Background: an optimization exercise with open tools, aiming at a short achievable clock period and few clock cycles. Do not read the settings as production practice.
Function was checked by simulation only, so behaviour that the tests miss may differ from the original.
Power is estimated from default activity; no workload was simulated.

<file path="flow/config.mk">
export PLATFORM = sky130hd
export DESIGN_NAME = qcore_top
export DESIGN_NICKNAME = qcore_top
export VERILOG_FILES = /design/flow/design.v
export SDC_FILE = /design/flow/constraint.sdc
export NUM_CORES = 4
export LEC_CHECK = 0
export CAP_MARGIN = 20
export CORE_MARGIN = 2
export CORE_UTILIZATION = 40
export SETUP_SLACK_MARGIN = 3.0
export SLEW_MARGIN = 20
</file>
<file path="flow/constraint.sdc">
create_clock -name core_clock -period 6.5 [get_ports {clk_i}]
set_input_delay 1.3000 -clock core_clock [delete_from_list [all_inputs] [get_ports {clk_i}]]
set_output_delay 1.3000 -clock core_clock [all_outputs]
set_load 0.01 [all_outputs]
</file>
<file path="flow/design.v">
package qcore_pkg;
   typedef enum logic [2:0] {
      NOP    = 3'd0,
      REG_WR = 3'd1,
      MEM_WR = 3'd2,
      BRANCH = 3'd3
   } header_e;
   typedef enum logic [2:0] {
      ALWAYS = 3'd0,
      EQ     = 3'd1,  
      LT     = 3'd2,  
      NZ     = 3'd3,
      NS     = 3'd4,
      FLAG   = 3'd5,  
      NFLAG  = 3'd6,
      NEVER  = 3'd7
   } cond_e;
   typedef enum logic [3:0] {
      ADD    = 4'd0,
      SUB    = 4'd1,
      AND    = 4'd2,
      OR     = 4'd3,
      XOR    = 4'd4,
      SHL    = 4'd5,
      SHR    = 4'd6,
      PASS_B = 4'd7
   } alu_op_e;
   typedef enum logic [1:0] {
      ALU_RR = 2'd0,  
      ALU_RI = 2'd1,  
      IMM    = 2'd2,
      LOAD   = 2'd3   
   } reg_src_e;
   typedef struct packed {
      logic [6:0]               rsvd;
      header_e                  header;
      cond_e                    cond;
      alu_op_e                  alu_op;
      logic                     flag_we;
      reg_src_e                 src;
      logic [4-1:0] rd;
      logic [4-1:0] rs0;
      logic [4-1:0] rs1;
      logic [32-1:0]  imm;
   } instr_t;
   typedef struct packed {
      logic                     reg_we;
      logic                     dmem_we;
      logic                     dmem_re;
      logic                     flag_we;
      alu_op_e                  alu_op;
      reg_src_e                 src;
      logic [4-1:0] rd;
   } ctrl_t;
endpackage
module qcore_top (
   input  logic                      clk_i,
   input  logic                      rst_ni,
   input  logic                      en_i,
   input  logic                      flag_i,
   input  logic [64-1:0] pmem_dt_i,
   input  logic [32-1:0]  dmem_r_dt_i,
   output logic [8-1:0] pmem_addr_o,
   output logic                      pmem_en_o,
   output logic                      dmem_we_o,
   output logic [8-1:0] dmem_addr_o,
   output logic [32-1:0]  dmem_w_dt_o
);
   localparam int NF = 8;       
   logic [7:0]  fa_q;           
   logic        dv_q;           
   logic        fl_q;           
   logic [31:0] fz_q;           
   logic        z_q, s_q;
   logic [31:0] rf_q [16];
   logic [NF-1:0] ft_v;
   logic [7:0]    ft_tag  [NF];
   logic [2:0]    ft_cond [NF];
   logic [7:0]    ft_tgt  [NF];
   logic [2:0]    ft_ptr;
   logic        x_v, x_rw, x_mw, x_br, x_fwe, x_pt, hz_q;
   logic [2:0]  x_cond;
   logic [3:0]  x_op, x_rd, x_rs0, x_rs1;
   logic [1:0]  x_src;
   logic [31:0] x_imm, x_a, x_b;
   logic        x_fa, x_fb;     
   logic        x_bimm;         
   logic [7:0]  x_pc1, x_pc2;
   logic        x_fe, x_fl, x_fpt;   
   logic [2:0]  x_fcond;
   logic [7:0]  x_ftgt;
   logic        w_we, w_ld;
   logic [3:0]  w_rd;
   logic [31:0] w_val;
   logic [7:0]  w_ad;
   logic        w_fl, w_fpt;
   logic [2:0]  w_fcond;
   logic [7:0]  w_ftgt, w_pc2;
   logic [7:0]  ctrue;
   logic [31:0] w_dt;
   logic        w_fok, w_redir;
   logic [7:0]  w_raddr;
   assign z_q   = (fz_q == 32'd0);
   assign s_q   = fz_q[31];
   assign ctrue = {1'b0, ~fl_q, fl_q, ~s_q, ~z_q, s_q, z_q, 1'b1};
   assign w_dt    = w_ld ? dmem_r_dt_i : w_val;
   assign w_fok   = ctrue[w_fcond];
   assign w_redir = w_fl & (w_fok != w_fpt);
   assign w_raddr = w_fok ? w_ftgt : w_pc2;
   logic        cond_ok, x_fok, x_exec, x_wr, x_st, x_redir, x_wfl;
   logic [7:0]  x_raddr, x_dad;
   logic [31:0] a, b, res;
   assign cond_ok = ctrue[x_cond];
   assign x_fok   = ctrue[x_fcond];
   assign x_exec  = x_v & ~hz_q & ~w_redir;
   assign x_wr    = x_exec & x_rw & cond_ok;
   assign x_st    = x_exec & x_mw & cond_ok;
   assign x_wfl   = x_wr & x_fwe & ~x_src[1];
   assign x_redir = x_exec & ((x_br & (cond_ok != x_pt)) | (x_fe & (x_fok != x_fpt)));
   assign x_raddr = x_br ? (cond_ok ? x_imm[7:0] : x_pc1) : (x_fok ? x_ftgt : x_pc2);
   assign a = x_fa ? w_val : x_a;
   assign b = x_fb ? w_val : x_b;    
   always_comb begin
      case (x_op)
         4'd0:    res = a + b;
         4'd1:    res = a - b;
         4'd2:    res = a & b;
         4'd3:    res = a | b;
         4'd4:    res = a ^ b;
         4'd5:    res = a << b[4:0];
         4'd6:    res = a >> b[4:0];
         4'd7:    res = b;
         default: res = '0;
      endcase
   end
   assign x_dad       = a[7:0] + x_imm[7:0];
   assign dmem_addr_o = en_i ? x_dad : w_ad;   
   assign dmem_we_o   = en_i & x_st;
   assign dmem_w_dt_o = b;
   logic        adv, d_live, d_bimm, d_rw, d_mw, d_br, d_use0, d_use1, d_fwf, pt, hz_d;
   logic [2:0]  d_hdr, d_cond;
   logic [1:0]  d_src;
   logic [3:0]  d_rs0, d_rs1;
   logic [31:0] ra, rb;
   logic [7:0]  ptrue, nfa, fa_m1;
   logic        f_hit, f_have, d_fold, f_zs, f_pt, f_late;
   logic [2:0]  f_cond;
   logic [7:0]  f_tgt;
   assign adv    = en_i & (~hz_q | w_redir);
   assign d_live = dv_q & ~x_redir & ~w_redir;
   assign d_hdr  = pmem_dt_i[56:54];
   assign d_cond = pmem_dt_i[53:51];
   assign d_src  = pmem_dt_i[45:44];
   assign d_rs0  = pmem_dt_i[39:36];
   assign d_rs1  = pmem_dt_i[35:32];
   assign d_rw   = (d_hdr == 3'd1);
   assign d_mw   = (d_hdr == 3'd2);
   assign d_br   = (d_hdr == 3'd3);
   assign d_use0 = (d_rw & (d_src != 2'd2)) | d_mw;
   assign d_bimm = d_rw & (d_src[0] ^ d_src[1]);   
   assign d_use1 = (d_rw & (d_src == 2'd0)) | d_mw;
   assign d_fwf  = d_rw & pmem_dt_i[46] & ~d_src[1];  
   assign ptrue = x_wfl ? {1'b0, ~fl_q, fl_q, 1'b1, 1'b1, 1'b0, 1'b0, 1'b1} : ctrue;
   assign pt    = d_br & ptrue[d_cond];
   always_comb begin
      f_hit  = 1'b0;
      f_have = 1'b0;
      f_cond = '0;
      f_tgt  = '0;
      for (int i = 0; i < NF; i++) begin
         if (ft_v[i] && (ft_tag[i] == fa_q)) begin
            f_hit  = 1'b1;
            f_cond = f_cond | ft_cond[i];   
            f_tgt  = f_tgt | ft_tgt[i];
         end
         if (ft_v[i] && (ft_tag[i] == fa_m1)) f_have = 1'b1;
      end
   end
   assign fa_m1  = fa_q - 8'd1;
   assign d_fold = d_live & f_hit & ~d_br;
   assign f_zs   = (f_cond != 3'd0) & (f_cond[2:1] != 2'b11) & (f_cond != 3'd5);  
   assign f_late = f_zs & d_fwf;
   assign f_pt   = (f_zs & (d_fwf | x_wfl)) ? ((f_cond == 3'd3) | (f_cond == 3'd4)) :
                   ctrue[f_cond];
   assign nfa = w_redir          ? w_raddr :
                x_redir          ? x_raddr :
                (d_live & pt)    ? pmem_dt_i[7:0] :
                d_fold           ? (f_pt ? f_tgt : fa_q + 8'd2) : fa_q + 8'd1;
   assign pmem_addr_o = nfa;
   assign pmem_en_o   = adv;
   assign ra = (w_we && (w_rd == d_rs0)) ? w_dt : rf_q[d_rs0];
   assign rb = (w_we && (w_rd == d_rs1)) ? w_dt : rf_q[d_rs1];
   assign hz_d = d_live & x_wr & (x_src == 2'd3) &
                 ((d_use0 & (x_rd == d_rs0)) | (d_use1 & (x_rd == d_rs1)));
   always_ff @(posedge clk_i) begin
      fl_q <= flag_i;
      if (!rst_ni) begin
         fa_q   <= 8'hff;
         dv_q   <= 1'b0;
         x_v    <= 1'b0;
         hz_q   <= 1'b0;
         w_we   <= 1'b0;
         w_fl   <= 1'b0;
         fz_q   <= 32'd1;
         ft_v   <= '0;
         ft_ptr <= '0;
      end else if (en_i) begin
         if (adv) begin
            fa_q <= nfa;
            dv_q <= 1'b1;
            x_v  <= d_live;
            hz_q <= hz_d;
         end else begin
            hz_q <= 1'b0;
         end
         w_we <= x_wr;
         w_fl <= x_exec & x_fl;
         if (x_wfl) fz_q <= res;
         if (adv && d_live && d_br && !f_have) begin
            ft_v[ft_ptr] <= 1'b1;
            ft_ptr       <= ft_ptr + 3'd1;
         end
      end
   end
   always_ff @(posedge clk_i) begin
      if (en_i && adv && d_live && d_br && !f_have) begin
         ft_tag[ft_ptr]  <= fa_m1;
         ft_cond[ft_ptr] <= d_cond;
         ft_tgt[ft_ptr]  <= pmem_dt_i[7:0];
      end
   end
   always_ff @(posedge clk_i) begin
      if (en_i) begin
         if (adv) begin
            x_rw    <= d_rw;
            x_mw    <= d_mw;
            x_br    <= d_br;
            x_cond  <= d_cond;
            x_op    <= (d_src == 2'd2) ? 4'd7 : pmem_dt_i[50:47];   
            x_fwe   <= pmem_dt_i[46];
            x_src   <= d_src;
            x_rd    <= pmem_dt_i[43:40];
            x_rs0   <= d_rs0;
            x_rs1   <= d_rs1;
            x_imm   <= pmem_dt_i[31:0];
            x_a     <= ra;
            x_b     <= d_bimm ? pmem_dt_i[31:0] : rb;
            x_bimm  <= d_bimm;
            x_fa    <= x_wr & (x_src != 2'd3) & (x_rd == d_rs0);
            x_fb    <= x_wr & (x_src != 2'd3) & (x_rd == d_rs1) & ~d_bimm;
            x_pc1   <= fa_q + 8'd1;
            x_pc2   <= fa_q + 8'd2;
            x_pt    <= pt;
            x_fe    <= d_fold & ~f_late;
            x_fl    <= d_fold & f_late;
            x_fpt   <= f_pt;
            x_fcond <= f_cond;
            x_ftgt  <= f_tgt;
         end else begin
            if (w_we && (w_rd == x_rs0)) x_a <= w_dt;
            if (w_we && (w_rd == x_rs1) && !x_bimm) x_b <= w_dt;
            x_fa <= 1'b0;
            x_fb <= 1'b0;
         end
         w_ld    <= x_src == 2'd3;
         w_rd    <= x_rd;
         w_val   <= res;
         w_ad    <= x_dad;
         w_fpt   <= x_fpt;
         w_fcond <= x_fcond;
         w_ftgt  <= x_ftgt;
         w_pc2   <= x_pc2;
      end
   end
   always_ff @(posedge clk_i) begin
      for (int i = 0; i < 16; i++) begin
         if (!rst_ni)                                   rf_q[i] <= '0;
         else if (en_i && w_we && (w_rd == 4'(i)))      rf_q[i] <= w_dt;
      end
   end
endmodule
</file>
<file path="flow/run.sh">
#!/bin/bash
# synth_recipe.tcl (not shown) runs the flow's synth.tcl, then flattens the netlist and writes it again
# the make line also repeats each setting of config.mk as NAME=value (left out here)
make -C /OpenROAD-flow-scripts/flow DESIGN_CONFIG=/design/flow/config.mk WORK_HOME=/design/flow/orfs CLKGATE_MAP_FILE= SYNTH_SCRIPT=/design/flow/synth_recipe.tcl finish
</file>
==> results by group <==
Synthesis
  • Avg Cell Area, Syn: 9.52 sq um
  • Cells after Synth: 5267
  • Yosys reg bits: 917
  • Distinct cells, synth: 94
  • Ys flop type: dfxtp_1
  • Mapped cell area: 0.0501 sq mm
  • Yosys warnings: 2
  • Post-synth EDFFs: 340
  • Mapped Nets: 5484
  • Asr flop ratio synth: 0%
  • Sequential cell area fraction in the yosys report: 43.4%

Timing
  • Sum Neg Setup Slack: 0 ns
  • Fin Clk Skew: 0.0437 ns
  • Max-slew violation count: 0
  • Hold Slack: 0.445 ns
  • Worst-Margin Slew: 1.15 ns
  • Final period util: 85.8%
  • F_max: 179 MHz
  • RSZ-0062 raised after global routing: yes
  • Fin. Hold Viols: 0
  • Rel. slew slack: 22.9%
  • Endpoints failing setup: 0
  • Fin crit period: 5.58 ns

Critical path
  • Crit path max fanout: 5
  • Kind of critical path: reg2out
  • Critical Path Start Type: flip-flop
  • CP Capture Type: output pin
  • Most common cell on crit path: o211ai_1
  • CP max stage delay: 0.57 ns
  • Critical Path, Cell by Cell: nor4_4 -> buf_4 -> nand4_4 -> buf_12 -> o211a_4 -> o211ai_1 -> or4b_4 -> buf_6 -> o211ai_1 -> or4_4 -> nor2_2 -> a21o_1 -> a221o_1 -> mux2i_2 -> buf_2
  • Worst Path Required: 5.20 ns
  • Worst-path cell with the longest stage delay: or4b_4
  • Crit path DAT: 4.28 ns

GRT
  • Largest net degree at the start of global routing: 163
  • Remaining global-route overflow: 0
  • Initial antenna violation count: 8
  • Global-route wire length before repair: 299 mm
  • Vias in the first global route: 43400
  • Global Route Usage Sum: 31.4%

Die
  • # IOs: 150
  • Die Area: 0.128 sq mm
  • Starting Density: 40.4%
  • Chip height: 358 um
  • Chip width: 358 um
  • Std-Cell Rows: 129
  • Core ar.: 0.124 sq mm

Clocking
  • Clock H-tree levels: 3
  • CTS tree: yes
  • Root Buffer: clkbuf_16
  • Cts bufs inserted: 99
  • Clock insertion delay at the later pin of the skew report: 0.73 ns
  • Reg clk slew, reported paths: 0.06 ns
  • Clock Tree Buf Depth: 3
  • Clock tree sinks: 917

Finish
  • Total Nets Final: 5829
  • Layout area overhead: 28.5%
  • Commonest non-fill, non-tap cell in the layout: nand2_1
  • Fin area: 0.0644 sq mm
  • Post-layout util: 52.0%
  • Fillers: 10900
  • Share of post-route cells with drive strength above 1: 22.7%
  • Commonest cells after routing, fill and taps aside: nand2_1, dfxtp_1, o211a_1, buf_4, edfxtp_1

Route
  • Post-DR vias/cell: 6.67
  • Detailed Route WL: 223 mm
  • TritonRoute pass-1 iters: 7
  • DRT antenna net count: 0
  • WL/cell: 30.4 um
  • Total vias in the final route: 48900
  • Drt drc: 0
  • DR iter-0 viols: 8373

Placed design
  • Input/output buffers: 142
  • Area post-placement: 0.0544 sq mm
  • GP Congestion: 1.01
  • Hpwl dp: 132 mm

Power
  • Pwr dens: 248 mW/mm^2
  • Max VDD drop: 0.202 mV
  • LEAKAGE: 29.6 nW
  • Overall Power: 16.0 mW

Run
  • Max Cap Viol: 0

Status
  • Status: no timing/DRC/antenna violations

Hold path
  • Hold WC Path Type: reg2reg
## what timing repair did
item | in CTS | in global routing
setup endpoints to repair | 498 | 521
pin swaps | 74 | 172
setup buffers | 103 | 210
resized for setup | 269 | 654
hold buffers | 0 | 0
cloned | 2 | 48
## layer usage
layer	GRT usage, %	vias to the layer above	wire length (um)
met3	8.03	825	29100
met5	0	-	0
met4	12.8	0	13300
met1	43.4	23900	86200
met2	46.6	3567	94600
li1	-	20700	-
## synthesized netlist by cell type, types with 15 or more instances
master / number / area share, %
nor2_1: 261 / 2.0
o211ai_1: 62 / 0.93
clkbuf_1: 400 / 3.0
a22o_1: 141 / 2.5
a211oi_1: 24 / 0.36
a221o_1: 15 / 0.30
and3_1: 15 / 0.19
o21ai_0: 175 / 1.7
nor2b_1: 24 / 0.30
o22ai_1: 69 / 0.86
nor3_1: 66 / 0.66
mux2_2: 26 / 0.58
buf_1: 31 / 0.23
a221oi_1: 184 / 3.2
xor2_1: 72 / 1.3
nand4_1: 93 / 1.2
nand3_1: 101 / 1.0
buf_2: 24 / 0.24
a22oi_1: 227 / 3.4
inv_1: 118 / 0.88
o211a_1: 519 / 10
edfxtp_1: 340 / 20
a21oi_1: 181 / 1.8
o22a_1: 34 / 0.59
ha_1: 115 / 2.9
dfxtp_1: 577 / 23
nand2b_1: 31 / 0.39
mux2i_1: 153 / 3.1
xnor2_1: 142 / 2.5
nand2_1: 786 / 5.9
nor3b_1: 26 / 0.39
## final timing paths
| path | start | to | slack (ns) | cells past startpoint |
|---|---|---|---|---|
| worst min-delay path | x_pc2[3]$_DFFE_PP_ | w_pc2[3]$_DFFE_PP_ | 0.44 | 0 |
| worst max register to register | x_fb$_SDFFCE_PN0P_ | fz_q[31]$_SDFFE_PN0P_ | 1.58 | 22 |
| worst min register to register | x_pc2[3]$_DFFE_PP_ | w_pc2[3]$_DFFE_PP_ | 0.44 | 0 |
| worst max-delay path | fz_q[23]$_SDFFE_PN0P_ | pmem_addr_o[5] | 0.92 | 15 |
## kinds of logic (layout without fill, tap and decap cells)
kind of cell / count (synthesis) / in the layout / synth area share, %
flip-flops: 917 / 917 / 43.4
buffers and inverters: 582 / 1002 / 4.49
AO/OA/AOI/OAI: 1758 / 1761 / 28.1
multiplexers: 181 / 181 / 3.69
other: 0 / 2 / 0
adder cells (fa/ha/maj): 117 / 117 / 2.95
XOR/XNOR: 216 / 216 / 3.80
AND/OR/NAND/NOR: 1496 / 1500 / 13.5
## area by class of cell
cell class / count / area [sq um] / share of cell area, %
sequential: 917 / 21800 / 33.8
timing repair buffer: 696 / 7290 / 11.3
inverter: 120 / 566 / 0.878
clock buffer: 134 / 2780 / 4.32
timing repair inverter: 3 / 33.8 / 0.0525
clock inverter: 49 / 542 / 0.841
multi-input combinational: 3775 / 29400 / 45.6
tap: 1637 / 2050 / 3.18
antenna: 2 / 5.00 / 0.00777
## report_power, final
group | switching [mW] | leakage (nW) | internal, mW
Combinational | 2.31 | 20.0 | 1.50
Clock | 2.48 | 1.61 | 3.36
Sequential | 0.161 | 7.89 | 6.13
Total | 4.95 | 29.6 | 11.0
## worst max-delay path, delay by kind of cell, from the launching register on
kind                   cells  cell delay [ns]
and+or+nand+nor            5             1.23
muxes                      1             0.18
buffers and inverters      4             0.67
AOI/OAI and AO/OA          5             1.10
DFF                        1             0.34
## flip-flops by register name, indices dropped and copies added, names as in the netlist, 24 cells and up
| name | flops |
|---|---|
| ft_tgt | 64 |
| x_b | 32 |
| w_val | 32 |
| x_a | 32 |
| ft_tag | 64 |
| ft_cond | 24 |
| rf_q | 512 |
| fz_q | 32 |
## per-stage QoR
| step | cells | setup WS (ns) |
|---|---|---|
| 4_1_cts | 7073 | 1.01 |
| 2_1_floorplan | 5267 | 1.90 |
| 6_report | 7333 | 0.920 |
| 5_1_grt | 7331 | 0.781 |
| 3_3_place_gp | 6783 | 0.537 |
| 3_5_place_dp | 6785 | 0.477 |
Testbench counts, summed over its fixed seeds: cycles 66,148.

[static timing again, ports no longer ideal]
No port has a modelled driver above. Below, the same layout with a new extraction and two added sets of constraints.
Step 1 sets driving cells, clkbuf_16 on the clock port and buf_2 on the other inputs (assumed; they add their load-dependent delay and slew).
Step 2, shift: input delay + t, output delay - t, t = (earliest + latest rising clock arrival at the registers) / 2. This alone moves slack from input paths to output paths.
Three values: ideal, step 1, step 2; two values: the first two.
shift t [ns]: 0.784
slack for setup (ns): 0.920 / 0.846 / 0.977
worst register clock-pin slew, ns: 0.07 / 0.07
After both steps this run still meets setup and hold. The setup slack of this run moves by -0.074 ns with the drivers and by +0.057 ns with both steps.
